Context: an optimization exercise on an open-source flow, tuned for small area. The choices shown serve that exercise and are no tape-out recipe.
Function was checked by simulation only, so behaviour that the tests miss may differ from the original.
Power figures rest on the tool's default switching activity, not on a simulated workload. The clock port is modelled as an ideal driver; clocking choices that lean on that would not hold on a real chip.

[config.mk]
export PLATFORM = sky130hd
export DESIGN_NAME = radar_pulse_controller
export DESIGN_NICKNAME = radar_pulse_controller
export VERILOG_FILES = /design/flow/design.v
export SDC_FILE = /design/flow/constraint.sdc
export NUM_CORES = 4
export LEC_CHECK = 0
export CAP_MARGIN = 20
export CORE_MARGIN = 2
export CORE_UTILIZATION = 40
export SLEW_MARGIN = 20
[constraint.sdc]
create_clock -name core_clock -period 4.0 [get_ports {aclk}]
set_input_delay 0.8000 -clock core_clock [delete_from_list [all_inputs] [get_ports {aclk}]]
set_output_delay 0.8000 -clock core_clock [all_outputs]
set_load 0.01 [all_outputs]
[design.v]
package radar_pkg;
  localparam int word_w = 32;
  localparam int param_bus_w = 4 * word_w;
  localparam int prf_count_w = 2 * word_w;
  localparam logic [word_w-1:0] chirp_count_max_init = 32'h0000_0dff;
  localparam logic [word_w-1:0] chirp_tuning_coef_init = 32'h0000_0001;
  localparam logic [word_w-1:0] chirp_freq_offset_init = 32'h0000_0b00;
  localparam logic [word_w-1:0] chirp_ctrl_word_init = 32'h0000_0020;
  localparam logic [word_w-1:0] prf_int_init = 32'h0000_0000;
  localparam logic [word_w-1:0] prf_frac_init = 32'h1d4c_0000;
  localparam logic [word_w-1:0] adc_sample_count_init = 32'h0000_01fe;
  typedef enum logic [2:0] {
    idle      = 3'b000,
    active    = 3'b001,
    chirp     = 3'b011,
    collect   = 3'b010,
    process1  = 3'b110,
    process2  = 3'b111,
    overhead1 = 3'b101,
    overhead2 = 3'b100
  } gen_state_t;
endpackage
`timescale 1ns/1ps
module param_sync #(
  parameter int width = 32,
  parameter logic [width-1:0] reset_value = '0
) (
  input  logic              aclk,
  input  logic              force_init,
  input  logic [width-1:0]  din,
  output logic [width-1:0]  dout
);
  logic [width-1:0] din_r;
  logic [width-1:0] din_rr;
  always_ff @(posedge aclk) begin
    din_r  <= din;
    din_rr <= din_r;
    dout   <= force_init ? reset_value : din_rr;
  end
endmodule
`timescale 1ns/1ps
module pulse_timers (
  input  logic                               aclk,
  input  logic                               aresetn,
  input  logic                               recent_reset,
  input  logic                               chirp_ready,
  input  logic [radar_pkg::word_w-1:0]       prf_int,
  input  logic [radar_pkg::word_w-1:0]       prf_frac,
  input  logic [radar_pkg::word_w-1:0]       adc_count,
  input  radar_pkg::gen_state_t              state,
  output logic                               prf_done,
  output logic                               collect_done
);
  logic [radar_pkg::word_w-1:0] prf_int_r, prf_int_rr, prf_int_rrr;
  logic [radar_pkg::word_w-1:0] prf_frac_r, prf_frac_rr, prf_frac_rrr;
  logic [radar_pkg::word_w-1:0] adc_r, adc_rr, adc_rrr;
  always_ff @(posedge aclk) begin
    prf_int_r    <= prf_int;
    prf_int_rr   <= prf_int_r;
    prf_int_rrr  <= prf_int_rr;
    prf_frac_r   <= prf_frac;
    prf_frac_rr  <= prf_frac_r;
    prf_frac_rrr <= prf_frac_rr;
    adc_r        <= adc_count;
    adc_rr       <= adc_r;
    adc_rrr      <= adc_rr;
  end
  logic                                force_init;
  logic [radar_pkg::prf_count_w-1:0]   prf_next_max;
  logic [radar_pkg::word_w-1:0]        adc_next_max;
  assign force_init   = !aresetn || recent_reset;
  assign prf_next_max = force_init ? {radar_pkg::prf_int_init, radar_pkg::prf_frac_init}
                                   : {prf_int_rrr, prf_frac_rrr};
  assign adc_next_max = force_init ? radar_pkg::adc_sample_count_init : adc_rrr;
  logic [radar_pkg::prf_count_w-1:0] prf_count;
  logic [radar_pkg::word_w-1:0]      collect_count;
  logic is_idle, is_active, is_collect, leave_idle;
  assign is_idle    = (state == radar_pkg::idle);
  assign is_active  = (state == radar_pkg::active);
  assign is_collect = (state == radar_pkg::collect);
  assign leave_idle = is_idle && chirp_ready;
  assign prf_done     = (prf_count == '0);
  assign collect_done = (collect_count[radar_pkg::word_w-1:1] == '0);
  always_ff @(posedge aclk) begin
    if (!aresetn || !(is_active || leave_idle)) begin
      prf_count <= prf_next_max;
    end else if (is_active && !prf_done) begin
      prf_count <= prf_count - 1'b1;
    end
  end
  always_ff @(posedge aclk) begin
    if (!aresetn || (is_idle && !chirp_ready) || state[2]) begin
      collect_count <= adc_next_max;
    end else if (is_collect && collect_count != '0) begin
      collect_count <= collect_count - 1'b1;
    end
  end
endmodule
`timescale 1ns/1ps
module pulse_sequencer (
  input  logic                   aclk,
  input  logic                   aresetn,
  input  logic                   chirp_ready,
  input  logic                   chirp_active,
  input  logic                   chirp_done,
  input  logic                   prf_done,
  input  logic                   collect_done,
  output radar_pkg::gen_state_t  state,
  output logic                   chirp_init,
  output logic                   chirp_enable,
  output logic                   adc_enable
);
  radar_pkg::gen_state_t next_state;
  always_comb begin
    next_state = state;
    case (state)
      radar_pkg::idle:      if (chirp_ready) next_state = radar_pkg::active;
      radar_pkg::active:    if (chirp_ready && prf_done) next_state = radar_pkg::chirp;
      radar_pkg::chirp:     if (chirp_done) next_state = radar_pkg::collect;
      radar_pkg::collect:   if (collect_done) next_state = radar_pkg::process1;
      radar_pkg::process1:  next_state = radar_pkg::process2;
      radar_pkg::process2:  next_state = radar_pkg::overhead1;
      radar_pkg::overhead1: next_state = radar_pkg::overhead2;
      default:              next_state = radar_pkg::idle;
    endcase
  end
  always_ff @(posedge aclk) begin
    if (!aresetn) begin
      state        <= radar_pkg::idle;
      chirp_enable <= 1'b0;
      chirp_init   <= 1'b0;
      adc_enable   <= 1'b0;
    end else begin
      state        <= next_state;
      chirp_enable <= (state == radar_pkg::chirp);
      chirp_init   <= (state == radar_pkg::chirp) && !chirp_active && !chirp_enable;
      adc_enable   <= (state == radar_pkg::chirp) || (state == radar_pkg::collect);
    end
  end
endmodule
`timescale 1ns/1ps
module radar_pulse_controller (
  input  logic                               aclk,
  input  logic                               aresetn,
  input  logic                               chirp_ready,
  input  logic                               chirp_active,
  input  logic                               chirp_done,
  input  logic [radar_pkg::word_w-1:0]       chirp_time_int,
  input  logic [radar_pkg::word_w-1:0]       chirp_time_frac,
  input  logic [radar_pkg::word_w-1:0]       adc_sample_time,
  input  logic [radar_pkg::param_bus_w-1:0]  chirp_parameters_in,
  output logic [radar_pkg::param_bus_w-1:0]  chirp_parameters_out,
  output logic                               chirp_init,
  output logic                               chirp_enable,
  output logic                               adc_enable
);
  logic [2:0] reset_hist;
  always_ff @(posedge aclk) begin
    reset_hist <= {reset_hist[1:0], !aresetn};
  end
  radar_pkg::gen_state_t gen_state;
  logic prf_done;
  logic collect_done;
  param_sync #(
    .width(radar_pkg::param_bus_w),
    .reset_value({radar_pkg::chirp_ctrl_word_init, radar_pkg::chirp_freq_offset_init,
                  radar_pkg::chirp_tuning_coef_init, radar_pkg::chirp_count_max_init})
  ) param_sync_i (
    .aclk       (aclk),
    .force_init (!aresetn || reset_hist[0] || reset_hist[1]),
    .din        (chirp_parameters_in),
    .dout       (chirp_parameters_out)
  );
  pulse_timers pulse_timers_i (
    .aclk          (aclk),
    .aresetn       (aresetn),
    .recent_reset  (|reset_hist),
    .chirp_ready   (chirp_ready),
    .prf_int       (chirp_time_int),
    .prf_frac      (chirp_time_frac),
    .adc_count     (adc_sample_time),
    .state         (gen_state),
    .prf_done      (prf_done),
    .collect_done  (collect_done)
  );
  pulse_sequencer pulse_sequencer_i (
    .aclk          (aclk),
    .aresetn       (aresetn),
    .chirp_ready   (chirp_ready),
    .chirp_active  (chirp_active),
    .chirp_done    (chirp_done),
    .prf_done      (prf_done),
    .collect_done  (collect_done),
    .state         (gen_state),
    .chirp_init    (chirp_init),
    .chirp_enable  (chirp_enable),
    .adc_enable    (adc_enable)
  );
endmodule
[run.sh]
#!/bin/bash
# synth_recipe.tcl (not shown) runs the flow's synth.tcl, then flattens the netlist and writes it again
# the make line also repeats each setting of config.mk as NAME=value (left out here)
make -C /OpenROAD-flow-scripts/flow DESIGN_CONFIG=/design/flow/config.mk WORK_HOME=/design/flow/orfs CLKGATE_MAP_FILE= SYNTH_SCRIPT=/design/flow/synth_recipe.tcl finish
==> results of run 1 <==
placed cells by master, fill, tap and decap left out, drive strengths merged, types with 3 or more instances in the layout:
cell,instances
nand2,105
and2,115
buf,11
inv,19
nor4,19
nor2,55
nand4,5
ha,4
or3,12
edfxtp,96
and3,3
nand4b,7
a21o,4
xor2,43
o21ai,81
a21oi,19
nand3,16
nand2b,18
a31oi,4
nor3,35
dfxtp,681
xnor2,40
clkbuf,110
or4,13
clkdlybuf4s50,359
or2,3
nand3b,6
clkinv,16
sequential cells by signal (all words and copies together), names as in the netlist, named ones only:
register	count
param_sync_i.din_r	128
param_sync_i.din_rr	128
param_sync_i.dout	128
pulse_timers_i.prf_count	64
pulse_timers_i.adc_r	32
pulse_timers_i.adc_rr	32
pulse_timers_i.adc_rrr	32
pulse_timers_i.collect_count	32
pulse_timers_i.prf_frac_r	32
pulse_timers_i.prf_frac_rr	32
pulse_timers_i.prf_frac_rrr	32
pulse_timers_i.prf_int_r	32
pulse_timers_i.prf_int_rr	32
pulse_timers_i.prf_int_rrr	32
reset_hist	3
pulse_sequencer_i.adc_enable	1
pulse_sequencer_i.chirp_enable	1
pulse_sequencer_i.chirp_init	1
pulse_sequencer_i.state	1
cells in the mapped netlist (7+ instances only):
library cell  instances
xor2_1               43
nand2b_1             18
xnor2_1              40
or4_1                10
inv_1                 9
or3_1                11
nor3_1               34
o21ai_0              68
o21ai_1              13
nor4_1               16
dfxtp_1             681
nand4b_1              7
nand3_1              16
a21oi_1              19
edfxtp_1             96
clkbuf_1             31
and2_1              115
nand2_1             105
nor2_1               54
cells by family after synthesis:
group,after synthesis
buffers and inverters,42
AOI/OAI and AO/OA,118
and+or+nand+nor,419
adders and majority gates,4
xor gates and xnor gates,83
DFF,777
layout make-up:
cell class              count  area (um2)
fillers                  4141       22900
flip-flops and latches    777       16500
multi-input cells         624        3760
repair buffers            370        3700
clock buffers             110        2280
well taps                 672         841
clock inverters            29         283
inverters                   9        33.8
diodes                      2        5.00
through the flow:
stage / instance area [um2] / util, % / hold slack [ps] / power, W / setup WS, ps
6_report: 27400 / 54.5 / 316 / 0.0163 / 796
3_3_place_gp: 24800 / 49.4 / 310 / 0.00936 / 810
2_1_floorplan: 20400 / - / 310 / 0.00894 / 437
5_1_grt: 27400 / 54.5 / 326 / 0.0169 / 478
4_1_cts: 27400 / 54.5 / 322 / 0.0165 / 701
3_5_place_dp: 24800 / 49.4 / 312 / 0.00938 / 714
worst reg2reg max path: cells and delay by family, from the launching register on:
family / cells / cell delay (ps)
flip-flops: 1 / 380
adder cells (fa/ha/maj): 1 / 230
AO/OA/AOI/OAI: 1 / 770
buffers and inverters: 2 / 600
AND/OR/NAND/NOR: 5 / 870
layer usage:
layer  GRT usage (%)  vias to the layer above  share of wire (%)
met3            8.53                       90                 11
met2            24.5                      342                 45
met4            5.60                       16                2.6
met1            18.4                     5153                 42
li1                -                     5621                  -
met5               0                        -               0.26
how the worst max path moves through the flow:
stage | from | to
2_1_floorplan | pulse_timers_i.prf_count[0] | pulse_timers_i.prf_count[0]
4_1_cts | pulse_timers_i.prf_count[0] | pulse_timers_i.prf_count[57]
5_1_grt | pulse_timers_i.prf_count[0] | pulse_timers_i.prf_count[46]
6_report | pulse_timers_i.prf_count[0] | pulse_timers_i.prf_count[57]
3_3_place_gp | pulse_timers_i.prf_count[0] | pulse_timers_i.prf_count[59]
3_5_place_dp | pulse_timers_i.prf_count[0] | pulse_timers_i.prf_count[62]
report_power, final:
group | leakage, nW | total, W | switching [W] | internal, W
sequential | 6.72 | 0.00852 | 0.000178 | 0.00834
combinational | 2.60 | 0.000688 | 0.000289 | 0.000399
clock | 1.27 | 0.00708 | 0.00294 | 0.00414
total | 10.6 | 0.0163 | 0.00340 | 0.0129
==> impl_metrics.json, run 1 <==
{
  "outcome": "finished clean",
  "clk_pin_slew_ps": 60,
  "viasPerCell": 4.33,
  "syn_inst": 1443,
  "grt-ovfl-total": 0,
  "hp-class": "reg2reg",
  "worst_ir_drop_vdd_mv": 0.455,
  "path_common_cell": "and2_1",
  "grt_max_degree": 129,
  "worst-path-buf-inv": 2,
  "end_kind": "flip-flop",
  "rsz0062_at_grt": "false",
  "nets": 2092,
  "synth.mux.area_fraction_pct": 0,
  "die_y_um": 230,
  "leakagePower_nw": 10.6,
  "cts_sinks": 777,
  "core_area_um2": 50300,
  "yosys-top-cells-area": "dfxtp_1 67%, edfxtp_1 14%, and2_1 3.5%",
  "hold_violations": 0,
  "synth_top_area_cell": "dfxtp_1",
  "slew_viol_final": 0,
  "synth_top_area_share_pct": 66.8,
  "slew-limit-headroom_pct": 33.2,
  "worstRegToRegCells": 9,
  "crit_arrival_ps": 3460,
  "synthAdderAreaFrac_pct": 0.245,
  "fin_crit_sh_pct": 80.1,
  "syn_area_um2": 20400,
  "crit_type": "reg2reg",
  "first_pass_iters": 5,
  "h-tree-depth": 3,
  "synth_xor_xnor_area_share_pct": 3.56,
  "start_kind": "flip-flop",
  "r2r_slack_ps": 800,
  "root_buffer": "clkbuf_16",
  "die_area_um2": 52800,
  "cp_top_family": "simple AND/OR/NAND/NOR gates",
  "post-cts-setup-buffer-count": 0,
  "setup_viol": 0,
  "critPathRequiredTime_ps": 4250,
  "synth_compound_area_share_pct": 3.16,
  "synthesis.nets": 1676,
  "yosys_register_bits": 777,
  "dpl.hpwl_mm": 28.3,
  "numCtsBuffers": 77,
  "clock_latency_ps": 610,
  "async_flop_share_pct": 0,
  "routed_wl_mm": 41.6,
  "hold_buffers": 0,
  "dp_cells": 2452,
  "rr_endpoint": "pulse_timers_i.prf_count[57]",
  "power_density_nw_per_um2": 594,
  "layout.cells.non_filler": 2593,
  "synthSimpleGateAreaFrac_pct": 11.3,
  "r2r-start": "pulse_timers_i.prf_count[0]",
  "yosys_warnings": 4,
  "grt_pass1_wl_mm": 63.8,
  "drive_gt1_share_pct": 8.08,
  "gp_congestion": 0.787,
  "min_path_cells": 0,
  "synth-edff-count": 96,
  "max-clock-path-buffers": 3,
  "yosysSeqAreaShare_pct": 80.9,
  "min_from": "pulse_timers_i.adc_r[7]",
  "drtIter0Drc": 550,
  "grt_pass1_vias": 11500,
  "synth.distinct_cells": 47,
  "numPortBuffers": 359,
  "num_vias": 11200,
  "initial_core_util_pct": 40.6,
  "tritoncts": "done",
  "rows": 82,
  "finClkSkew_ps": 15.6,
  "min_period_ps": 3200,
  "timing.hold.worst_endpoint": "pulse_timers_i.adc_rr[7]",
  "fin_setup_tns_ps": 0,
  "postSynthAreaPerCell_um2": 14.1,
  "ys.flop_type": "dfxtp_1",
  "cp_num_cells": 9,
  "drc": 0,
  "cp_slowest_cell": "o21ai_4",
  "grtUsageTotal_pct": 15.7,
  "area_growth_pct": 34.3,
  "antenna_found_initial": 10,
  "die_w_um": 230,
  "path_max_fanout": 33,
  "fmax_ghz": 0.312,
  "worstMarginPinSlew_ps": 999,
  "synth_top_family_by_area": "simple AND/OR/NAND/NOR gates",
  "wl_per_cell_um": 16.0,
  "cts-resized-gates": 0,
  "io_pins": 360,
  "cpPeakStageDelay_ps": 770,
  "crit_chain": "inv_1 > ha_1 > nor4b_1 > nand4b_1 > nor4_4 > and2_1 > and2_1 > o21ai_4 > buf_4",
  "ant_nets": 0,
  "maxCapViolCount": 0
}
==> run 2: changes to the inputs <==
--- a/design.v
+++ b/design.v
@@ -81,19 +81,16 @@
   assign leave_idle = is_idle && chirp_ready;
   assign prf_done     = (prf_count == '0);
   assign collect_done = (collect_count[radar_pkg::word_w-1:1] == '0);
+  logic prf_load, prf_dec, collect_load, collect_dec;
+  assign prf_load     = !aresetn || !(is_active || leave_idle);
+  assign prf_dec      = is_active && !prf_done;
+  assign collect_load = !aresetn || (is_idle && !chirp_ready) || state[2];
+  assign collect_dec  = is_collect && (collect_count != '0);
   always_ff @(posedge aclk) begin
-    if (!aresetn || !(is_active || leave_idle)) begin
-      prf_count <= prf_next_max;
-    end else if (is_active && !prf_done) begin
-      prf_count <= prf_count - 1'b1;
-    end
+    prf_count <= prf_load ? prf_next_max : prf_count - prf_dec;
   end
   always_ff @(posedge aclk) begin
-    if (!aresetn || (is_idle && !chirp_ready) || state[2]) begin
-      collect_count <= adc_next_max;
-    end else if (is_collect && collect_count != '0) begin
-      collect_count <= collect_count - 1'b1;
-    end
+    collect_count <= collect_load ? adc_next_max : collect_count - collect_dec;
   end
 endmodule
 `timescale 1ns/1ps
--- a/config.mk
+++ b/config.mk
@@ -7,5 +7,6 @@
 export LEC_CHECK = 0
 export CAP_MARGIN = 20
 export CORE_MARGIN = 2
-export CORE_UTILIZATION = 40
+export CORE_UTILIZATION = 65
+export CTS_BUF_LIST = sky130_fd_sc_hd__clkbuf_4 sky130_fd_sc_hd__clkbuf_8
 export SLEW_MARGIN = 20
==> impl_metrics.json, run 2 <==
{
  "gp_congestion": 0.859,
  "ys.flop_type": "dfxtp_1",
  "yosysMostFrequentCell": "dfxtp_1",
  "synth.distinct_cells": 44,
  "slew_viol_final": 0,
  "hold_violations": 0,
  "layout.cells.non_filler": 2349,
  "synthesis.nets": 1675,
  "root_buffer": "clkbuf_8",
  "synth_commonest_cells": "777 x dfxtp_1, 114 x and2_1, 110 x nand2_1, 73 x o21ai_0, 53 x xnor2_1",
  "viasPerCell": 4.86,
  "cts_sinks": 777,
  "yosys-top-cells-area": "dfxtp_1 80%, and2_1 3.6%, xnor2_1 2.4%",
  "p_seq_share_pct": 54.8,
  "drtIter0Drc": 630,
  "maxCapViolCount": 0,
  "synth_top_area_cell": "dfxtp_1",
  "setup_viol": 0,
  "reg.largest.list": "param_sync_i.din_r x128, param_sync_i.din_rr x128, param_sync_i.dout x128",
  "area_growth_pct": 32.2,
  "outcome": "finished clean",
  "syn_inst": 1440,
  "routed_wl_mm": 42.7,
  "num_vias": 11400,
  "core_area_um2": 29600,
  "h-tree-depth": 3,
  "worstMarginPinSlew_ps": 819,
  "fmax_ghz": 0.269,
  "grtUsageTotal_pct": 26.8,
  "min_path_cells": 0,
  "rows": 63,
  "fin_hold_ws_ps": 319,
  "async_flop_share_pct": 0,
  "final_cell_mix": "777 x dfxtp_1, 359 x clkdlybuf4s50_1, 134 x clkbuf_8",
  "multi_input_area_um2": 3830,
  "crit_type": "reg2reg",
  "first_pass_iters": 5,
  "yosys_register_bits": 777,
  "die_w_um": 177,
  "power_density_nw_per_um2": 582,
  "clk_pin_slew_ps": 60,
  "grt_max_degree": 129,
  "antenna_found_initial": 11,
  "drive_gt1_share_pct": 11.4,
  "worst_ir_drop_vdd_mv": 0.536,
  "numCtsBuffers": 108,
  "dp_worst_setup_slack_ps": 262,
  "pwr-share-clk_pct": 40.8,
  "crit_chain": "or4_4 > or4_4 > or3_1 > nor3_2 > nor2_1 > ha_1 > ha_1 > nand3_1 > or3_1 > nor4_1 > xor2_1 > o22a_1",
  "syn_area_um2": 19600,
  "layout_setup_ws_ps": 286,
  "ant_nets": 0,
  "place_area_um2": 23600,
  "yosys_warnings": 4,
  "fillCellCount": 1340,
  "drc": 0,
  "min_period_ps": 3710,
  "final_common_cell": "dfxtp_1",
  "numPortBuffers": 359,
  "total_power_w": 0.0151,
  "share_comb_of_total_power_pct": 4.4,
  "path_max_fanout": 7,
  "crit_arrival_ps": 4220,
  "hp-class": "reg2reg",
  "wl_per_cell_um": 18.2,
  "p_sw_share_pct": 20.9,
  "end_kind": "flip-flop",
  "seqCellArea_um2": 15600,
  "dpl.hpwl_mm": 27.1,
  "die_y_um": 177,
  "finClkSkew_ps": 30.8,
  "worstRegToRegCells": 12,
  "io_pins": 360,
  "slew-limit-headroom_pct": 44.9,
  "initial_core_util_pct": 66.0,
  "nets": 2108,
  "fin_crit_sh_pct": 92.8,
  "max-clock-path-buffers": 3,
  "design_area_um2": 25800,
  "die_area_um2": 31500,
  "synth-edff-count": 0,
  "tritoncts": "done",
  "grt_pass1_vias": 12200,
  "clock_latency_ps": 650,
  "synth_top_area_share_pct": 79.6,
  "postSynthAreaPerCell_um2": 13.6,
  "grt_pass1_wl_mm": 63.9,
  "switchingPower_w": 0.00314,
  "hold_buffers": 0,
  "start_kind": "flip-flop",
  "cp_slowest_cell": "or4_4",
  "cpPeakStageDelay_ps": 570,
  "dp_cells": 2153,
  "critPathRequiredTime_ps": 4510,
  "p_int_w": 0.0119,
  "grt-ovfl-total": 0,
  "leakagePower_nw": 10.3,
  "yosysSeqAreaShare_pct": 79.6
}
-- run 2: changes by cell type after synthesis, sizes merged, moves of 6 or more --
cell and change:
dfxtp +96, edfxtp -96, nor2 -24, a21oi -19, nor4 +19, o22a +15, xnor2 +14, clkbuf +10
nor3 -8, or2 +7, xor2 -7, or3 +6
-- run 2: worst paths after layout --
kind,startpoint,end,slack [ps]
max,pulse_timers_i.prf_count[10],pulse_timers_i.prf_count[28],290
min,param_sync_i.din_r[59],param_sync_i.din_rr[59],320
max reg2reg,pulse_timers_i.prf_count[10],pulse_timers_i.prf_count[28],290
min reg2reg,param_sync_i.din_r[59],param_sync_i.din_rr[59],320
-- run 2: cell type report --
type | count | area share [%]
inverter | 8 | 0.116
antenna | 11 | 0.106
sequential | 777 | 60.2
multi-input combinational | 612 | 14.8
timing repair buffer | 366 | 14.2
clock inverter | 8 | 0.305
clock buffer | 177 | 8.38
tap | 390 | 1.89
-- run 2: worst max-delay path: cells and delay by family (launching register included) --
kind	cells	cell delay [ps]
AO/OA/AOI/OAI	1	200
flip-flops	1	350
adder cells (fa/ha/maj)	2	420
AND/OR/NAND/NOR	8	2470
XOR/XNOR	1	160
-- run 2: logic make-up after synthesis --
logic type	share of synthesized area [%]
AOI/OAI and AO/OA	3.12
muxes	0.0512
adders and majority gates	0.384
and+or+nand+nor	11.8
buffers and inverters	1.06
DFF	79.6
xor gates and xnor gates	4.07
-- run 2: power by group through the flow --
stage | Clock [W] | Sequential (W) | Combinational [W]
4_1_cts | 0.00625 | 0.00824 | 0.000665
3_3_place_gp | 0 | 0.00838 | 0.000635
3_5_place_dp | 0 | 0.00840 | 0.000652
5_1_grt | 0.00659 | 0.00826 | 0.000715
2_1_floorplan | 0 | 0.00837 | 0.000277
6_report | 0.00614 | 0.00824 | 0.000668
-- run 2: repair_timing --
item,CTS,global route
setup buffers,0,0
endpoints found under the setup margin,0,7
gates resized for setup,0,2
-- run 2: metrics by stage --
stage	setup TNS (ps)	util, %
6_report	0	87.2
4_1_cts	0	87.1
5_1_grt	-11.0	87.2
2_1_floorplan	0	-
3_5_place_dp	0	79.5
3_3_place_gp	0	79.5
-- run 2: layer usage --
| metal | part of all wire (%) | vias to the layer above | global-route usage [%] |
|---|---|---|---|
| li1 | - | 5569 | - |
| met1 | 37 | 5352 | 27.8 |
| met2 | 49 | 385 | 45.4 |
| met3 | 9.0 | 104 | 11.6 |
| met4 | 4.3 | 2 | 14.8 |
| met5 | 0.028 | - | 0 |
==> run 3: changes to the inputs <==
==> flow/run.sh (new file) <==
#!/bin/bash
# Standard layout, with every port buffered by the smallest buffer
# (sky130_fd_sc_hd__buf_1) instead of the one buffer_ports picks itself.
set -euo pipefail
export BUFFER_PORTS_ARGS="-buffer_cell sky130_fd_sc_hd__buf_1"
bash standard.sh > standard_flow.log 2>&1
==> standard.sh (new file) <==
#!/bin/bash
# synth_recipe.tcl (not shown) runs the flow's synth.tcl, then flattens the netlist and writes it again
# the make line also repeats each setting of config.mk as NAME=value (left out here)
make -C /OpenROAD-flow-scripts/flow DESIGN_CONFIG=/design/flow/config.mk WORK_HOME=/design/flow/orfs CLKGATE_MAP_FILE= SYNTH_SCRIPT=/design/flow/synth_recipe.tcl "${@:-finish}"
removed: run.sh
==> impl_metrics.json, run 3 <==
{
  "worst_ir_drop_vdd_mv": 0.619,
  "synth_commonest_cells": "777 x dfxtp_1, 114 x and2_1, 110 x nand2_1, 73 x o21ai_0, 53 x xnor2_1",
  "design_area_um2": 23600,
  "grt-ovfl-total": 0,
  "slew_viol_final": 0,
  "syn_inst": 1440,
  "first_pass_iters": 4,
  "finClkSkew_ps": 14.3,
  "multi_input_area_um2": 3810,
  "dpl.hpwl_mm": 25.1,
  "synth_top_area_share_pct": 79.6,
  "yosysSeqAreaShare_pct": 79.6,
  "hold_violations": 0,
  "synthesis.nets": 1675,
  "end_kind": "flip-flop",
  "crit_arrival_ps": 4280,
  "worstMarginPinSlew_ps": 1130,
  "wl_per_cell_um": 16.2,
  "crit_type": "reg2reg",
  "die_y_um": 177,
  "rsz0062_at_grt": "false",
  "yosysMostFrequentCell": "dfxtp_1",
  "grtUsageTotal_pct": 24.0,
  "hp-class": "in2reg",
  "gp_congestion": 0.845,
  "clk_pin_slew_ps": 70,
  "die_area_um2": 31500,
  "grt_max_degree": 129,
  "tritoncts": "done",
  "outcome": "finished clean",
  "grt.busiest_layer": "met2",
  "numCtsBuffers": 107,
  "grt_pass1_vias": 11700,
  "critPathRequiredTime_ps": 4520,
  "fmax_ghz": 0.266,
  "leakagePower_nw": 9.37,
  "async_flop_share_pct": 0,
  "root_buffer": "clkbuf_8",
  "drc": 0,
  "fin_crit_sh_pct": 93.9,
  "yosys_warnings": 4,
  "grt_pass1_wl_mm": 58.6,
  "routed_wl_mm": 38.2,
  "fin_setup_tns_ps": 0,
  "seqCellArea_um2": 15600,
  "ant_nets": 0,
  "fillCellCount": 1786,
  "cts_sinks": 777,
  "drive_gt1_share_pct": 11.8,
  "min_period_ps": 3760,
  "path_max_fanout": 6,
  "place_area_um2": 21300,
  "clock_latency_ps": 640,
  "viasPerCell": 4.74,
  "nets": 2110,
  "synth-edff-count": 0,
  "cts-resized-gates": 0,
  "power_density_nw_per_um2": 628,
  "globalRouteMet2Util_pct": 41.6,
  "yosys_register_bits": 777,
  "initial_core_util_pct": 66.0,
  "synth_top_area_cell": "dfxtp_1",
  "slew-limit-headroom_pct": 23.8,
  "post-cts-setup-buffer-count": 0,
  "postSynthAreaPerCell_um2": 13.6,
  "area_growth_pct": 20.8,
  "rows": 63,
  "hold_buffers": 0,
  "setup_viol": 0,
  "antenna_found_initial": 8,
  "final_common_cell": "dfxtp_1",
  "syn_area_um2": 19600,
  "core_area_um2": 29600,
  "reg.largest.list": "param_sync_i.din_r x128, param_sync_i.din_rr x128, param_sync_i.dout x128",
  "synth.distinct_cells": 44,
  "ys.flop_type": "dfxtp_1",
  "num_vias": 11200,
  "die_w_um": 177,
  "start_kind": "flip-flop",
  "io_pins": 360,
  "max-clock-path-buffers": 3,
  "grtUsageMet1_pct": 26.1,
  "maxCapViolCount": 0,
  "h-tree-depth": 3,
  "gr-usage-met3_pct": 8.95,
  "yosys-top-cells-area": "dfxtp_1 80%, and2_1 3.6%, xnor2_1 2.4%",
  "numPortBuffers": 359,
  "drtIter0Drc": 512,
  "final_core_utilization_pct": 79.7,
  "final_cell_mix": "777 x dfxtp_1, 359 x buf_1, 134 x clkbuf_8"
}
==> run 3: cell counts after synthesis <==
No cell type changed its count.
==> run 3: kinds of logic (layout without fill, tap and decap cells) <==
| logic type | after synthesis | count (layout) | synth area share (%) |
|---|---|---|---|
| DFF | 777 | 777 | 79.6 |
| and+or+nand+nor | 410 | 410 | 11.8 |
| AOI/OAI and AO/OA | 105 | 105 | 3.12 |
| xor gates and xnor gates | 90 | 90 | 4.07 |
| buffers and inverters | 51 | 570 | 1.06 |
| adders and majority gates | 6 | 6 | 0.384 |
| muxes | 1 | 1 | 0.0512 |
| other | 0 | 5 | 0 |
==> run 3: final cells by class <==
cell class	instances	area share, %
Sequential cell	777	65.9
Multi-Input combinational cell	612	16.2
Clock buffer	174	9.08
Timing Repair Buffer	369	6.08
Tap cell	390	2.07
Clock inverter	19	0.551
Inverter	8	0.127
Antenna cell	5	0.0530
==> run 3: layer usage <==
metal	routed length, um	share of wire [%]	up-vias
met5	39	0.10	-
met4	1250	3.3	6
met3	2930	7.7	78
met2	19000	50	328
met1	15000	39	5185
li1	-	-	5565
==> run 3: worst paths after layout <==
check	cells after the start	slack [ps]	from	endpoint
max	12	240	pulse_timers_i.prf_count[10]	pulse_timers_i.prf_count[22]
min	1	250	chirp_parameters_in[73]	param_sync_i.din_r[73]
max reg2reg	12	240	pulse_timers_i.prf_count[10]	pulse_timers_i.prf_count[22]
min reg2reg	0	320	pulse_timers_i.adc_rr[31]	pulse_timers_i.adc_rrr[31]
==> run 3: stage by stage <==
stage	worst slack (ps)	cells	total power (W)	hold WS, ps
final	242	2354	0.0148	250
after global routing	20.1	2353	0.0154	198
after CTS	290	2349	0.0150	202
after detailed placement	301	2156	0.00887	312
after global placement	371	2156	0.00884	310
after floorplan	635	1440	0.00865	310
==> run 3: power by group <==
group / switching (W) / internal, W / leakage (nW)
Clock: 0.00273 / 0.00340 / 1.23
Combinational: 0.000268 / 0.000209 / 1.66
Sequential: 0.000125 / 0.00811 / 6.49
==> run 3: critical path, cell delays in order, from the launching register on <==
cell and delay (ps):
dfxtp_1 340, or4_4 550, or4_4 560, or3_1 380, nor3_1 330, nor2_1 100, ha_1 230, ha_1 220
nand3_1 130, or2_1 370, nor2_1 110, xor2_1 150, o22a_1 170
==> run 4: changes to the inputs <==
==> flow/run.sh (replaced) <==
#!/bin/bash
# Standard layout with two changes, set through ORFS's own variables:
#  - every port is buffered by the smallest buffer (sky130_fd_sc_hd__buf_1)
#    instead of the one buffer_ports picks itself;
#  - the clock tree clusters up to 30 flip-flops per leaf buffer and inserts
#    no dummy loads.
set -euo pipefail
export BUFFER_PORTS_ARGS="-buffer_cell sky130_fd_sc_hd__buf_1"
export CTS_ARGS="-sink_clustering_enable -repair_clock_nets -dont_use_dummy_load -buf_list {sky130_fd_sc_hd__clkbuf_8 sky130_fd_sc_hd__clkbuf_16} -sink_clustering_size 30 -sink_clustering_max_diameter 120"
bash standard.sh > standard_flow.log 2>&1
--- a/config.mk
+++ b/config.mk
@@ -8,5 +8,4 @@
 export CAP_MARGIN = 20
 export CORE_MARGIN = 2
 export CORE_UTILIZATION = 65
-export CTS_BUF_LIST = sky130_fd_sc_hd__clkbuf_4 sky130_fd_sc_hd__clkbuf_8
 export SLEW_MARGIN = 20
==> impl_metrics.json, run 4 <==
{
  "postSynthAreaPerCell_um2": 13.6,
  "post-cts-setup-buffer-count": 0,
  "core_area_um2": 29600,
  "cts_sinks": 777,
  "top_layer": "met5",
  "r2r-start": "pulse_timers_i.prf_count[10]",
  "rsz0062_at_grt": "false",
  "hp-class": "in2reg",
  "synth_top_area_cell": "dfxtp_1",
  "final_common_cell": "dfxtp_1",
  "cp_slowest_cell": "or4_4",
  "synthesis.nets": 1675,
  "numCtsBuffers": 29,
  "critPathRequiredTime_ps": 4460,
  "cp_top_family": "simple AND/OR/NAND/NOR gates",
  "end_kind": "flip-flop",
  "final_core_utilization_pct": 74.5,
  "wl_met1_mm": 14.2,
  "cpPeakStageDelay_ps": 560,
  "die_y_um": 177,
  "p_seq_share_pct": 68.2,
  "syn_inst": 1440,
  "maxCapViolCount": 0,
  "crit_arrival_ps": 4230,
  "finClkSkew_ps": 46.4,
  "syn_area_um2": 19600,
  "pwr-share-clk_pct": 27.9,
  "wl_met2_mm": 17.1,
  "drive_gt1_share_pct": 3.79,
  "antenna_found_initial": 9,
  "r2r_slack_ps": 220,
  "grtUsageTotal_pct": 22.1,
  "min_from": "chirp_parameters_in[124]",
  "async_flop_share_pct": 0,
  "synth-edff-count": 0,
  "cp_num_cells": 12,
  "ys.flop_type": "dfxtp_1",
  "viasPerCell": 4.78,
  "num_vias": 10500,
  "max-clock-path-buffers": 3,
  "timing.hold.worst_endpoint": "param_sync_i.din_r[124]",
  "switchingPower_w": 0.00245,
  "grt-ovfl-total": 0,
  "worst_ir_drop_vdd_mv": 0.546,
  "tritoncts": "done",
  "drtIter0Drc": 525,
  "wl_met3_mm": 2.93,
  "power_density_nw_per_um2": 546,
  "clock_latency_ps": 600,
  "first_pass_iters": 5,
  "fin_setup_tns_ps": 0,
  "die_w_um": 177,
  "clk_pin_slew_ps": 110,
  "fillCellCount": 2008,
  "dpl.hpwl_mm": 25.1,
  "die_area_um2": 31500,
  "wl_per_cell_um": 16.2,
  "fin_crit_sh_pct": 94.4,
  "yosys-top-cells-area": "dfxtp_1 80%, and2_1 3.6%, xnor2_1 2.4%",
  "grt_pass1_wl_mm": 54.1,
  "numPortBuffers": 359,
  "synth_top_area_share_pct": 79.6,
  "io_pins": 360,
  "worst-path-buf-inv": 0,
  "nets": 2032,
  "ant_nets": 0,
  "path_max_fanout": 7,
  "area_growth_pct": 12.9,
  "routed_wl_mm": 35.6,
  "slew_viol_final": 0,
  "drc": 0,
  "yosysMostFrequentCell": "dfxtp_1",
  "crit_chain": "or4_4 > or4_4 > or3_1 > nor3_1 > nor2_1 > ha_1 > ha_1 > nand3_1 > or3_1 > nor2_1 > xor2_1 > o22a_1",
  "final_cell_mix": "777 x dfxtp_1, 359 x buf_1, 113 x and2_1",
  "share_comb_of_total_power_pct": 3.9,
  "setup_viol": 0,
  "yosys_warnings": 4,
  "synth_commonest_cells": "777 x dfxtp_1, 114 x and2_1, 110 x nand2_1, 73 x o21ai_0, 53 x xnor2_1",
  "grt_max_degree": 129,
  "min_path_cells": 1,
  "p_int_w": 0.00961,
  "slew-limit-headroom_pct": 27.6,
  "leakagePower_nw": 8.50,
  "gp_congestion": 0.845,
  "outcome": "finished clean",
  "rr_endpoint": "pulse_timers_i.prf_count[26]",
  "initial_core_util_pct": 66.0,
  "crit_type": "reg2reg",
  "hold_violations": 0,
  "h-tree-depth": 1,
  "yosysSeqAreaShare_pct": 79.6,
  "grt_pass1_vias": 10500,
  "rows": 63,
  "reg.largest.list": "param_sync_i.din_r x128, param_sync_i.din_rr x128, param_sync_i.dout x128",
  "start_kind": "flip-flop",
  "fmax_ghz": 0.265,
  "p_sw_share_pct": 20.3,
  "worstMarginPinSlew_ps": 1080,
  "root_buffer": "clkbuf_16",
  "worstRegToRegCells": 12,
  "min_period_ps": 3780,
  "yosys_register_bits": 777,
  "synth.distinct_cells": 44
}
[run 4: worst register-to-register path, stage by stage, from the launching register on]
cell and delay [ps]:
dfxtp_1 360, or4_4 550, or4_4 560, or3_1 380, nor3_1 340, nor2_1 100, ha_1 240, ha_1 220
nand3_1 170, or3_1 320, nor2_1 100, xor2_1 150, o22a_1 190
[run 4: kinds of logic after synthesis]
group | after synthesis | share of synthesized area [%]
AO/OA/AOI/OAI | 105 | 3.12
XOR/XNOR | 90 | 4.07
adder cells (fa/ha/maj) | 6 | 0.384
buffers and inverters | 51 | 1.06
flip-flops | 777 | 79.6
multiplexers | 1 | 0.0512
AND/OR/NAND/NOR | 410 | 11.8
[run 4: area by class of cell]
class                           instances  area (um2)  share of cell area (%)
Sequential cell                       777       15600                    70.5
Antenna cell                            6        15.0                  0.0680
Inverter                                8        30.0                   0.136
Tap cell                              390         488                    2.21
Timing Repair Buffer                  369        1440                    6.50
Clock buffer                           29         726                    3.29
Multi-Input combinational cell        612        3820                    17.3
[run 4: worst max-delay path by stage]
stage	startpoint	endpoint	slack (ps)
after global placement	pulse_timers_i.prf_count[12]	pulse_timers_i.prf_count[22]	370
after CTS	pulse_timers_i.prf_count[10]	pulse_timers_i.prf_count[62]	270
after detailed placement	pulse_timers_i.prf_count[10]	pulse_timers_i.prf_count[22]	300
after global routing	pulse_timers_i.collect_count[15]	pulse_timers_i.collect_count[24]	20
after floorplan	pulse_timers_i.prf_count[12]	pulse_timers_i.prf_count[24]	640
final	pulse_timers_i.prf_count[10]	pulse_timers_i.prf_count[26]	220
[run 4: metrics by stage]
stage | setup slack (ps) | std cells | hold WS, ps | cell area (um2) | total power [W]
3_3_place_gp | 371 | 2156 | 310 | 21300 | 0.00884
3_5_place_dp | 301 | 2156 | 312 | 21300 | 0.00887
4_1_cts | 266 | 2185 | 249 | 22000 | 0.0121
6_report | 225 | 2191 | 283 | 22100 | 0.0121
2_1_floorplan | 635 | 1440 | 310 | 19600 | 0.00865
5_1_grt | 19.0 | 2190 | 252 | 22100 | 0.0125
[run 4: what timing repair did]
item	in CTS	in global routing
gates resized for setup	0	1
hold buffers	0	0
endpoints found under the setup margin	0	2
[run 4: layer usage]
metal	vias to the layer above	GRT usage, %
met2	264	37.7
met3	63	7.71
met5	-	0
met4	6	8.33
li1	5336	-
met1	4795	25.6
[run 4: power groups by stage]
stage,Clock (W),Combinational (W),Sequential (W)
5_1_grt,0.00370,0.000526,0.00826
4_1_cts,0.00345,0.000477,0.00822
3_5_place_dp,0,0.000471,0.00840
3_3_place_gp,0,0.000457,0.00838
2_1_floorplan,0,0.000277,0.00837
6_report,0.00337,0.000475,0.00822
==> run 5: changes to the inputs <==
==> flow/run.sh (replaced) <==
#!/bin/bash
# Standard layout with two changes, set through ORFS's own variables:
#  - every port is buffered by the smallest buffer (sky130_fd_sc_hd__buf_1)
#    instead of the one buffer_ports picks itself;
#  - the clock tree clusters up to 20 flip-flops per clkbuf_8 leaf buffer and inserts
#    no dummy loads.
set -euo pipefail
export BUFFER_PORTS_ARGS="-buffer_cell sky130_fd_sc_hd__buf_1"
export CTS_ARGS="-sink_clustering_enable -repair_clock_nets -dont_use_dummy_load -buf_list {sky130_fd_sc_hd__clkbuf_8} -sink_clustering_size 20 -sink_clustering_max_diameter 80"
bash standard.sh > standard_flow.log 2>&1
==> impl_metrics.json, run 5 <==
{
  "layout.cells.non_filler": 2204,
  "reg.largest.list": "param_sync_i.din_r x128, param_sync_i.din_rr x128, param_sync_i.dout x128",
  "drc": 0,
  "crit_type": "reg2reg",
  "fin_crit_sh_pct": 94.3,
  "hold_buffers": 0,
  "synthAdderAreaFrac_pct": 0.384,
  "grt_max_degree": 129,
  "gp_congestion": 0.845,
  "yosys_warnings": 4,
  "slew_viol_final": 0,
  "setup_viol": 0,
  "worstMarginPinSlew_ps": 1120,
  "antenna_found_initial": 7,
  "crit_arrival_ps": 4220,
  "final_core_utilization_pct": 74.0,
  "cpPeakStageDelay_ps": 570,
  "slew-limit-headroom_pct": 24.4,
  "routed_wl_mm": 35.7,
  "syn_area_um2": 19600,
  "synth_top_area_share_pct": 79.6,
  "cts-resized-gates": 0,
  "synth_compound_area_share_pct": 3.12,
  "p_seq_share_pct": 69.8,
  "leakagePower_nw": 8.46,
  "h-tree-depth": 2,
  "yosys_register_bits": 777,
  "nets": 2047,
  "clock_latency_ps": 590,
  "p_int_w": 0.00931,
  "switchingPower_w": 0.00246,
  "yosysSeqAreaShare_pct": 79.6,
  "fmax_ghz": 0.265,
  "fin_hold_ws_ps": 284,
  "num_vias": 10600,
  "synth_top_area_cell": "dfxtp_1",
  "seqCellArea_um2": 15600,
  "multi_input_area_um2": 3820,
  "start_kind": "flip-flop",
  "ys.flop_type": "dfxtp_1",
  "dp_cells": 2156,
  "maxCapViolCount": 0,
  "synthSimpleGateAreaFrac_pct": 11.8,
  "root_buffer": "clkbuf_8",
  "final_cell_mix": "777 x dfxtp_1, 359 x buf_1, 113 x and2_1",
  "wl_per_cell_um": 16.2,
  "crit_chain": "or4_4 > or4_4 > or3_1 > nor3_1 > nor2_1 > ha_1 > ha_1 > nand3_1 > or3_1 > or3_1 > xor2_1 > o21ai_0",
  "p_sw_share_pct": 20.9,
  "fin_setup_tns_ps": 0,
  "min_period_ps": 3770,
  "pwr-share-clk_pct": 26.2,
  "core_area_um2": 29600,
  "die_area_um2": 31500,
  "path_common_cell": "or3_1",
  "yosys-top-cells-area": "dfxtp_1 80%, and2_1 3.6%, xnor2_1 2.4%",
  "dpl.hpwl_mm": 25.1,
  "critPathRequiredTime_ps": 4450,
  "io_pins": 360,
  "async_flop_share_pct": 0,
  "final_common_cell": "dfxtp_1",
  "grt-ovfl-total": 0,
  "drive_gt1_share_pct": 4.59,
  "viasPerCell": 4.79,
  "clk_pin_slew_ps": 120,
  "rsz0062_at_grt": "false",
  "post-cts-setup-buffer-count": 0,
  "path_max_fanout": 7,
  "numPortBuffers": 359,
  "grtUsageTotal_pct": 22.3,
  "die_y_um": 177,
  "synth.distinct_cells": 44,
  "first_pass_iters": 4,
  "outcome": "finished clean",
  "synthesis.nets": 1675,
  "hp-class": "in2reg",
  "drtIter0Drc": 614,
  "syn_inst": 1440,
  "end_kind": "flip-flop",
  "postSynthAreaPerCell_um2": 13.6,
  "ant_nets": 0,
  "share_comb_of_total_power_pct": 4.0,
  "yosysMostFrequentCell": "dfxtp_1",
  "numCtsBuffers": 44,
  "cp_slowest_cell": "or4_4",
  "cts_sinks": 777,
  "synth_xor_xnor_area_share_pct": 4.07,
  "hold_violations": 0,
  "initial_core_util_pct": 66.0,
  "die_w_um": 177,
  "synth_commonest_cells": "777 x dfxtp_1, 114 x and2_1, 110 x nand2_1, 73 x o21ai_0, 53 x xnor2_1",
  "finClkSkew_ps": 30.1,
  "power_density_nw_per_um2": 537,
  "grt_pass1_vias": 10600,
  "worst_ir_drop_vdd_mv": 0.402,
  "synth.mux.area_fraction_pct": 0.0512,
  "area_growth_pct": 12.2,
  "grt_pass1_wl_mm": 54.4,
  "max-clock-path-buffers": 3,
  "synth-edff-count": 0,
  "fillCellCount": 2032,
  "synth_top_family_by_area": "simple AND/OR/NAND/NOR gates",
  "rows": 63,
  "tritoncts": "done"
}
==> run 5: cell counts after synthesis <==
No cell type changed its count.
==> run 5: critical path, delay by kind of cell (launching register included) <==
| family | cells | cell delay, ps |
|---|---|---|
| xor+xnor | 1 | 150 |
| simple gates | 8 | 2600 |
| flops | 1 | 370 |
| fa+ha+maj | 2 | 440 |
| compound gates | 1 | 80 |
==> run 5: power groups by stage <==
stage	registers (W)	logic [W]	clock network, W
floorplan	0.00837	0.000277	0
global placement	0.00838	0.000457	0
detailed placement	0.00840	0.000471	0
CTS	0.00822	0.000475	0.00315
global route	0.00826	0.000525	0.00341
finish	0.00822	0.000475	0.00308
==> run 5: cells by family (layout without fill, tap and decap cells) <==
logic type / after synthesis / after routing
mux: 1 / 1
buf+inv: 51 / 421
other cells: 0 / 4
xor+xnor: 90 / 90
compound gates: 105 / 105
fa+ha+maj: 6 / 6
flops: 777 / 777
simple gates: 410 / 410
==> run 5: metal layers <==
layer  GRT usage (%)  part of all wire (%)  vias up
met1            25.5                    40     4811
met5               0                  0.12        -
met3            7.82                   8.4       77
met4            8.81                   3.3        6
met2            38.1                    48      304
li1                -                     -     5352
==> run 5: layout make-up <==
cell class                 instances  share of cell area (%)
multi-input combinational        612                    17.4
tap                              390                    2.22
antenna                            4                  0.0456
sequential                       777                    70.9
timing repair buffer             369                    6.54
inverter                           8                   0.137
clock buffer                      44                    2.76
==> run 5: final timing paths <==
| path | from | to | slack, ps | cells past startpoint |
|---|---|---|---|---|
| worst max register to register | pulse_timers_i.prf_count[10] | pulse_timers_i.prf_count[32] | 230 | 12 |
| worst max-delay path | pulse_timers_i.prf_count[10] | pulse_timers_i.prf_count[32] | 230 | 12 |
| worst min register to register | param_sync_i.din_r[40] | param_sync_i.din_rr[40] | 320 | 0 |
| worst min-delay path | chirp_parameters_in[124] | param_sync_i.din_r[124] | 280 | 1 |
==> run 5: through the flow <==
| stage | setup WS (ps) | power (W) | area, um2 |
|---|---|---|---|
| after floorplan | 635 | 0.00865 | 19600 |
| after global placement | 371 | 0.00884 | 21300 |
| after detailed placement | 301 | 0.00887 | 21300 |
| after CTS | 266 | 0.0118 | 21900 |
| after global routing | 27.7 | 0.0122 | 21900 |
| final | 227 | 0.0118 | 21900 |
==> run 6: changes to the inputs <==
--- a/design.v
+++ b/design.v
@@ -72,25 +72,66 @@
   assign prf_next_max = force_init ? {radar_pkg::prf_int_init, radar_pkg::prf_frac_init}
                                    : {prf_int_rrr, prf_frac_rrr};
   assign adc_next_max = force_init ? radar_pkg::adc_sample_count_init : adc_rrr;
-  logic [radar_pkg::prf_count_w-1:0] prf_count;
-  logic [radar_pkg::word_w-1:0]      collect_count;
+  localparam int prf_lo_w = 7;
+  localparam int prf_hi_w = radar_pkg::prf_count_w - prf_lo_w;
+  localparam int col_lo_w = 6;
+  localparam int col_hi_w = radar_pkg::word_w - col_lo_w;
   logic is_idle, is_active, is_collect, leave_idle;
   assign is_idle    = (state == radar_pkg::idle);
   assign is_active  = (state == radar_pkg::active);
   assign is_collect = (state == radar_pkg::collect);
   assign leave_idle = is_idle && chirp_ready;
-  assign prf_done     = (prf_count == '0);
-  assign collect_done = (collect_count[radar_pkg::word_w-1:1] == '0);
-  logic prf_load, prf_dec, collect_load, collect_dec;
+  logic prf_load, collect_load;
   assign prf_load     = !aresetn || !(is_active || leave_idle);
-  assign prf_dec      = is_active && !prf_done;
   assign collect_load = !aresetn || (is_idle && !chirp_ready) || state[2];
-  assign collect_dec  = is_collect && (collect_count != '0);
-  always_ff @(posedge aclk) begin
-    prf_count <= prf_load ? prf_next_max : prf_count - prf_dec;
-  end
-  always_ff @(posedge aclk) begin
-    collect_count <= collect_load ? adc_next_max : collect_count - collect_dec;
+  logic [prf_lo_w-1:0] prf_lo;
+  logic [prf_hi_w-1:0] prf_hi;
+  logic [5:0]          prf_phase;
+  logic                prf_owed;     
+  logic                prf_borrow;   
+  logic prf_dec, prf_start, prf_borrow_in;
+  assign prf_done      = (prf_lo == '0) && (prf_hi == '0);
+  assign prf_dec       = is_active && !prf_done;
+  assign prf_start     = prf_owed && (prf_phase == '0);
+  assign prf_borrow_in = prf_start || prf_borrow;
+  always_ff @(posedge aclk) begin
+    if (prf_load) begin
+      {prf_hi, prf_lo} <= prf_next_max;
+      prf_phase        <= '0;
+      prf_owed         <= 1'b0;
+      prf_borrow       <= 1'b0;
+    end else begin
+      prf_lo     <= prf_lo - prf_dec;
+      prf_hi     <= {prf_hi[0] ^ prf_borrow_in, prf_hi[prf_hi_w-1:1]};
+      prf_phase  <= (prf_phase == 6'(prf_hi_w - 1)) ? '0 : prf_phase + 1'b1;
+      prf_owed   <= (prf_owed && !prf_start) || (prf_dec && prf_lo == '0);
+      prf_borrow <= prf_borrow_in && !prf_hi[0];
+    end
+  end
+  logic [col_lo_w-1:0] col_lo;
+  logic [col_hi_w-1:0] col_hi;
+  logic [4:0]          col_phase;
+  logic                col_owed;
+  logic                col_borrow;
+  logic col_hi_zero, col_dec, col_start, col_borrow_in;
+  assign col_hi_zero   = (col_hi == '0);
+  assign collect_done  = col_hi_zero && (col_lo[col_lo_w-1:1] == '0);
+  assign col_dec       = is_collect && !(col_hi_zero && col_lo == '0);
+  assign col_start     = col_owed && (col_phase == '0);
+  assign col_borrow_in = col_start || col_borrow;
+  always_ff @(posedge aclk) begin
+    if (collect_load) begin
+      {col_hi, col_lo} <= adc_next_max;
+      col_phase        <= '0;
+      col_owed         <= 1'b0;
+      col_borrow       <= 1'b0;
+    end else begin
+      col_lo     <= col_lo - col_dec;
+      col_hi     <= {col_hi[0] ^ col_borrow_in, col_hi[col_hi_w-1:1]};
+      col_phase  <= (col_phase == 5'(col_hi_w - 1)) ? '0 : col_phase + 1'b1;
+      col_owed   <= (col_owed && !col_start) || (col_dec && col_lo == '0);
+      col_borrow <= col_borrow_in && !col_hi[0];
+    end
   end
 endmodule
 `timescale 1ns/1ps
@@ -107,20 +148,20 @@
   output logic                   chirp_enable,
   output logic                   adc_enable
 );
-  radar_pkg::gen_state_t next_state;
+  logic       advance;
+  logic [2:0] flip;
   always_comb begin
-    next_state = state;
     case (state)
-      radar_pkg::idle:      if (chirp_ready) next_state = radar_pkg::active;
-      radar_pkg::active:    if (chirp_ready && prf_done) next_state = radar_pkg::chirp;
-      radar_pkg::chirp:     if (chirp_done) next_state = radar_pkg::collect;
-      radar_pkg::collect:   if (collect_done) next_state = radar_pkg::process1;
-      radar_pkg::process1:  next_state = radar_pkg::process2;
-      radar_pkg::process2:  next_state = radar_pkg::overhead1;
-      radar_pkg::overhead1: next_state = radar_pkg::overhead2;
-      default:              next_state = radar_pkg::idle;
+      radar_pkg::idle:    advance = chirp_ready;
+      radar_pkg::active:  advance = chirp_ready && prf_done;
+      radar_pkg::chirp:   advance = chirp_done;
+      radar_pkg::collect: advance = collect_done;
+      default:            advance = 1'b1;
     endcase
   end
+  assign flip = !advance ? 3'b000 :
+                !(^state) ? 3'b001 :
+                state[0] ? 3'b010 : 3'b100;
   always_ff @(posedge aclk) begin
     if (!aresetn) begin
       state        <= radar_pkg::idle;
@@ -128,7 +169,7 @@
       chirp_init   <= 1'b0;
       adc_enable   <= 1'b0;
     end else begin
-      state        <= next_state;
+      state        <= radar_pkg::gen_state_t'(state ^ flip);
       chirp_enable <= (state == radar_pkg::chirp);
       chirp_init   <= (state == radar_pkg::chirp) && !chirp_active && !chirp_enable;
       adc_enable   <= (state == radar_pkg::chirp) || (state == radar_pkg::collect);
==> impl_metrics.json, run 6 <==
{
  "outcome": "finished clean",
  "async_flop_share_pct": 0,
  "fin_setup_tns_ps": 0,
  "drtIter0Drc": 373,
  "wl_met2_mm": 14.7,
  "synth.distinct_cells": 47,
  "wl_met3_mm": 2.86,
  "num_vias": 9255,
  "setup_viol": 0,
  "synthSimpleGateAreaFrac_pct": 7.78,
  "die_y_um": 174,
  "hp-class": "in2reg",
  "finClkSkew_ps": 31.3,
  "grt_pass1_wl_mm": 46.9,
  "synth_xor_xnor_area_share_pct": 0.747,
  "root_buffer": "clkbuf_8",
  "io_pins": 360,
  "numCtsBuffers": 45,
  "ant_nets": 0,
  "dp_cells": 1949,
  "maxCapViolCount": 0,
  "path_common_cell": "ha_1",
  "first_pass_iters": 4,
  "crit_chain": "nor4_1 > nand4_1 > nor4_2 > a21oi_1 > ha_1 > ha_1 > nand2b_1 > nor2_1 > xnor2_1 > o21ai_1",
  "slew-limit-headroom_pct": 44.9,
  "grt-ovfl-total": 0,
  "total_power_w": 0.0122,
  "cts-resized-gates": 0,
  "synthAdderAreaFrac_pct": 1.00,
  "reg.largest.list": "param_sync_i.din_r x128, param_sync_i.din_rr x128, param_sync_i.dout x128",
  "routed_wl_mm": 30.0,
  "cp_slowest_cell": "nor4_2",
  "syn_inst": 1232,
  "yosys-top-cells-area": "dfxtp_1 85%, and2_1 3.8%, a22o_1 3.3%",
  "postSynthAreaPerCell_um2": 15.2,
  "numPortBuffers": 359,
  "die_w_um": 174,
  "viasPerCell": 4.64,
  "core_area_um2": 28500,
  "worstMarginPinSlew_ps": 827,
  "synth-edff-count": 0,
  "dpl.hpwl_mm": 21.0,
  "critPathRequiredTime_ps": 4430,
  "grt_pass1_vias": 9334,
  "final_cell_mix": "792 x dfxtp_1, 359 x buf_1, 115 x and2_1",
  "worst_ir_drop_vdd_mv": 0.437,
  "post-cts-setup-buffer-count": 0,
  "antenna_found_initial": 3,
  "yosysMostFrequentCell": "dfxtp_1",
  "top_layer": "met5",
  "cp_top_family": "simple AND/OR/NAND/NOR gates",
  "layout.cells.non_filler": 1996,
  "clk_pin_slew_ps": 110,
  "grt_max_degree": 101,
  "synth.mux.area_fraction_pct": 0,
  "min_period_ps": 2670,
  "max-clock-path-buffers": 3,
  "final_common_cell": "dfxtp_1",
  "clock_latency_ps": 590,
  "leakagePower_nw": 8.46,
  "hold_violations": 0,
  "drive_gt1_share_pct": 4.10,
  "synth_top_area_cell": "dfxtp_1",
  "place_area_um2": 20500,
  "ys.flop_type": "dfxtp_1",
  "synth_commonest_cells": "792 x dfxtp_1, 115 x and2_1, 71 x a22o_1, 29 x nor2_1",
  "worst-path-buf-inv": 0,
  "yosys_register_bits": 792,
  "synth_top_family_by_area": "simple AND/OR/NAND/NOR gates",
  "h-tree-depth": 2,
  "area_growth_pct": 12.7,
  "yosys_warnings": 4,
  "cpPeakStageDelay_ps": 510,
  "power_density_nw_per_um2": 578,
  "syn_area_um2": 18800,
  "fillCellCount": 1972,
  "r2r_slack_ps": 1330,
  "design_area_um2": 21100,
  "synth_top_area_share_pct": 84.5,
  "initial_core_util_pct": 65.7,
  "gp_congestion": 0.799,
  "grtUsageTotal_pct": 19.7,
  "path_max_fanout": 3,
  "wl_met1_mm": 11.8,
  "crit_type": "reg2reg",
  "cts_sinks": 792,
  "drc": 0,
  "slew_viol_final": 0,
  "fin_crit_sh_pct": 66.7,
  "rows": 62,
  "die_area_um2": 30200,
  "rsz0062_at_grt": "false",
  "synthesis.nets": 1476,
  "nets": 1856,
  "tritoncts": "done",
  "layout_setup_ws_ps": 1330,
  "yosysSeqAreaShare_pct": 84.5,
  "synth_compound_area_share_pct": 4.91,
  "fmax_ghz": 0.375,
  "hold_buffers": 0,
  "wl_per_cell_um": 15.0,
  "start_kind": "flip-flop",
  "dp_worst_setup_slack_ps": 1160,
  "crit_arrival_ps": 3100,
  "end_kind": "flip-flop"
}
[run 6: cell types whose count changed after synthesis, moves of 22 or more]
cell     delta
a22o_1     +71
xnor2_1    -43
nand2_1    -89
nor3_1     -22
xor2_1     -30
o21ai_0    -72
[run 6: path summary, 6_finish.rpt]
path / from / end / cells past startpoint
worst max register to register: pulse_timers_i.prf_hi[29] / pulse_timers_i.prf_lo[4] / 10
worst max-delay path: pulse_timers_i.prf_hi[29] / pulse_timers_i.prf_lo[4] / 10
worst min register to register: param_sync_i.din_r[49] / param_sync_i.din_rr[49] / 0
worst min-delay path: chirp_parameters_in[56] / param_sync_i.din_r[56] / 1
[run 6: power breakdown]
part	switching [W]	internal (W)	leakage, nW	total, W
clock network	0.00204	0.00102	0.324	0.00306
logic	0.000388	0.000280	1.52	0.000669
registers	0.000160	0.00832	6.61	0.00848
total	0.00259	0.00962	8.46	0.0122
[run 6: metal layers]
metal	up-vias	track usage (%)
met5	-	0
met4	2	6.69
met3	55	7.57
met2	271	34.2
met1	4198	22.2
li1	4729	-
[run 6: per-stage QoR]
step / utilization [%] / hold WS [ps]
after floorplan: - / 310
after CTS: 74.0 / 245
after global placement: 71.9 / 310
after detailed placement: 71.9 / 312
after global routing: 74.1 / 238
final: 74.1 / 286
[run 6: kinds of logic after synthesis]
family / count (synthesis)
AND/OR/NAND/NOR: 244
flip-flops: 792
AO/OA/AOI/OAI: 116
adder cells (fa/ha/maj): 15
XOR/XNOR: 16
buffers and inverters: 49
[run 6: area by class of cell]
| type | instances | area (um2) | area share [%] |
|---|---|---|---|
| antenna | 2 | 5.00 | 0.0237 |
| clock buffer | 45 | 619 | 2.93 |
| inverter | 17 | 63.8 | 0.302 |
| multi-input combinational | 391 | 2730 | 12.9 |
| sequential | 792 | 15900 | 75.0 |
| tap | 384 | 480 | 2.27 |
| timing repair buffer | 365 | 1390 | 6.59 |

what the ideal ports hide:
In the flow no input, the clock included, has a driving cell. The finished layouts below were timed again as built, in two steps.
Step 1: set_driving_cell puts a clkbuf_16 on aclk and a buf_2 on each other input, an assumption about the parent block.
Step 2 also shifts input and output timing later by t, the mid clock arrival at the registers, as if the neighbouring blocks saw the same clock.
Slacks: ideal ports / drivers / drivers and shift; pairs: ideal ports / drivers.
run | t (ns) | slack for setup (ns) | hold WS [ns] | latest minus earliest clock arrival (ns) | worst slew at a driven data input, ns
run 1 | 0.663 | 0.796 / 0.796 / 0.796 | 0.316 / 0.316 / 0.316 | 0.024 / 0.024 | 0.11
run 2 | 0.683 | 0.286 / 0.286 / 0.286 | 0.319 / 0.319 / 0.319 | 0.035 / 0.034 | 0.13
run 3 | 0.673 | 0.242 / 0.242 / 0.242 | 0.250 / 0.230 / 0.320 | 0.018 / 0.019 | 0.10
run 4 | 0.623 | 0.225 / 0.225 / 0.225 | 0.283 / 0.257 / 0.302 | 0.053 / 0.053 | 0.10
run 5 | 0.627 | 0.227 / 0.227 / 0.227 | 0.284 / 0.265 / 0.315 | 0.035 / 0.035 | 0.10
run 6 | 0.619 | 1.330 / 1.330 / 1.138 | 0.286 / 0.261 / 0.297 | 0.040 / 0.040 | 0.09
After both steps every run listed still meets setup and hold. The setup slack of run 6, which loses most, moves by 0.000 ns with the drivers and by -0.192 ns with both steps.
